This design comes from an exercise in tuning for small area, a short achievable clock period and few clock cycles per item on the open sky130 flow, not from production work. The RTL was checked by simulation tests, not by an equivalence proof against the original design. No activity file was given, so power comes from the tool's default toggle rates.

## mips_integer_core_step_top
module mips_integer_core_step_top (
	input  logic        clk,
	input  logic        arst_n,
	input  logic        inst_valid,
	output logic        inst_ready,
	input  logic [63:0] inst_item,
	output logic        res_valid,
	input  logic        res_ready,
	output logic [102:0] res_item,
	input  logic        cfg_valid,
	output logic        cfg_ready,
	input  logic [31:0] cfg_data
);
	logic        dv_q;
	logic [31:0] dw_q;
	logic [31:0] ew_q, ea_q, eb_q, ei_q;
	logic [31:0] pc_q, sr_q;
	logic        halted_q;
	logic [4:0]  pend_t_q;
	logic [1:0]  pend_m_q;
	logic        pend_sr_q;
	logic        wb_v_q;
	logic [4:0]  wb_t_q;
	logic [31:0] wb_d_q;
	logic        res_valid_q;
	logic [70:0] res_q;    
	logic        c_inv_q, c_sum_q, c_and_q, c_or_q, c_sh_q, c_slt_q, c_sltu_q, c_lui_q;
	logic        c_link_q, c_hi_q, c_lo_q, c_sll_q, c_sra_q;
	logic [5:0]  c_amt_q;
	logic        c_wr_q, c_hilo_q;
  ...
Size: ~7,600 cells after synthesis, about 1,500 flip-flops, roughly 0.082 sq mm of cells after synthesis.
make LEC_CHECK=0 CAP_MARGIN=30 CORE_MARGIN=2 CORE_UTILIZATION=40 SETUP_SLACK_MARGIN=3.0 SLEW_MARGIN=30 finish   # period 7.0 ns
run.sh (not shown) runs the stock make flow with config.mk's settings and CLKGATE_MAP_FILE= SYNTH_SCRIPT=/design/flow/synth_recipe.tcl, a recipe that flattens the netlist after the stock synthesis.
The starting point went through all stages and came out clean.
Testbench counts at the start, summed over its fixed seeds: cycles 36,501, items 32,000.
Change:
- CTS_BUF_LIST: default -> sky130_fd_sc_hd__clkbuf_4 sky130_fd_sc_hd__clkbuf_8
The new run finished with timing, DRC and antenna clean.
Setup slack loses 150 ps.
Global-route usage stays flat.
Flip-flop and latch count stays the same.
Critical path depth falls by 7.
Cell area rose by 0.39%.
Worst hold slack got worse by 160 ps.
Wire length climbs by 1.2%.
Clock power decreases by 5.6%.
Synthesized cell count does not change.
Sequential share of layout area fell by 0.17 points.

---

== v3 ==
mips_integer_core_step_top, a different RTL version from the one above (not shown whole).
Size in the first run: about 7700 cells after synthesis, roughly 1500 flip-flops, ~210 I/O pins, ~84000 um2 of cells after synthesis.
Settings: LEC_CHECK=0, CAP_MARGIN=30, CORE_MARGIN=2, CORE_UTILIZATION=40, CTS_CLUSTER_DIAMETER=100, CTS_CLUSTER_SIZE=24, SETUP_SLACK_MARGIN=3.0, SLEW_MARGIN=30, TNS_END_PERCENT=20; clock period 7.0 ns.
Testbench counts of v3, summed over its fixed seeds: cycles 36,537, items 32,000.
> inputs changed (v3 -> v14)
- clearing TNS_END_PERCENT, which used to be 20
- swapping 24 for 28 in CTS_CLUSTER_SIZE
==> comparison <==
v14 completed end to end with timing, DRC and antenna clean.
On final worst slack, the higher figure sits with v14, not v3.
Comparing v14 and v3, area growth from synthesis to final layout is lower on v3.
NOTE: average via count per standard cell in v14 falls short of that of v3
Cell count of v14 is on par with v3.
v14 ends up with a worst reg-to-reg path cell count that is 4 higher than in v3.
On v14: cell area after layout is 0.50% higher than what v3 gave.
Looking at critical path launch point, the dw_q[16]$_DFFE_PP_ result is from v3; the c_widx_q[3]$_DFFE_PP_ one comes from v14.
Maximum frequency (v14 over v3): increase, about 5%
| setup slack of the worst register-to-register path | v14 vs v3 | better |
Comparing v14 and v3, the lower final worst-path cycle share was measured on v14.

---

## exp/umber
mips_integer_core_step_top again, from the RTL that the note above started with.
clock: 7.0 ns
lec_check: 0
cap_margin: 30
core_margin: 2
core_utilization: 40
cts_cluster_diameter: 100
cts_cluster_size: 26
setup_slack_margin: 3.0
slew_margin: 30
Testbench counts of exp/umber, summed over its fixed seeds: cycles 36,537, items 32,000.
Here is what was changed in the inputs of exp/raven compared with exp/umber.
# exp/umber
export LEC_CHECK = 0
export CAP_MARGIN = 30
export CORE_MARGIN = 2
export CORE_UTILIZATION = 40
export CTS_CLUSTER_DIAMETER = 100
export CTS_CLUSTER_SIZE = 26
export SETUP_SLACK_MARGIN = 3.0
export SLEW_MARGIN = 30
create_clock -name core_clock -period 7.0 [get_ports {clk}]
# exp/raven
export LEC_CHECK = 0
export CAP_MARGIN = 30
export CORE_MARGIN = 2
export CORE_UTILIZATION = 40
export CTS_CLUSTER_DIAMETER = 100
export CTS_CLUSTER_SIZE = 24
export SETUP_SLACK_MARGIN = 3.0
export SLEW_MARGIN = 30
create_clock -name core_clock -period 7.0 [get_ports {clk}]
Findings:
- Area growth from synthesis to layout: exp/raven vs exp/umber up 0.16 points
- Total net switching power: exp/raven vs exp/umber — no meaningful difference
- Relative to exp/umber, hold slack increased by 0.061 ns in exp/raven.
- As far as global routing met1 resource utilization is concerned, exp/umber and exp/raven perform about the same.
- Between exp/umber and exp/raven, final critical-path required period is lower for exp/umber, exp/raven comes in above that.
- There was hardly any difference in post-route standard cell area excluding fillers between exp/umber and exp/raven.
- Count of plain and timing-repair buffers sits higher in exp/raven than in exp/umber.
- Clock skew: exp/raven worse than exp/umber
- Every run (exp/umber and exp/raven) finished clean.
- Between exp/umber and exp/raven, the difference in total power is negligible.

## re-timing with driven ports
How much do the figures lean on ideal ports? The routed layouts below were timed once more, with nothing changed but the port constraints. Step 1, drivers: a clkbuf_16 drives clk and a buf_2 each remaining input, both assumed. Step 2 times the ports against the registers' clock, not the clock port: input delays grow and output delays shrink by t, the midpoint of the rising clock arrivals with the driver on. Three values: ideal ports, drivers, drivers and shift; two values: the first two.
| run | t, ns | setup slack, ns | hold slack, ns | worst setup path at the end |
|---|---|---|---|---|
| the first run of note 1 | 0.934 | 2.751 / 2.706 / 2.153 | 0.489 / 0.489 / 0.489 | input to register |
| the second run of note 1 | 1.124 | 2.598 / 2.514 / 2.111 | 0.328 / 0.297 / 0.483 | input to register |
| v3 | 0.873 | 2.647 / 2.647 / 2.405 | 0.505 / 0.505 / 0.505 | input to register |
| v14 | 0.858 | 2.849 / 2.849 / 2.474 | 0.510 / 0.473 / 0.510 | input to register |
| exp/umber | 0.882 | 2.898 / 2.898 / 2.459 | 0.438 / 0.396 / 0.505 | input to register |
| exp/raven | 0.867 | 2.835 / 2.835 / 2.440 | 0.499 / 0.461 / 0.502 | input to register |
After both steps setup and hold are still met in every run listed. The setup slack of the first run of note 1, which loses most, moves by -0.045 ns with the drivers and by -0.598 ns with both steps.
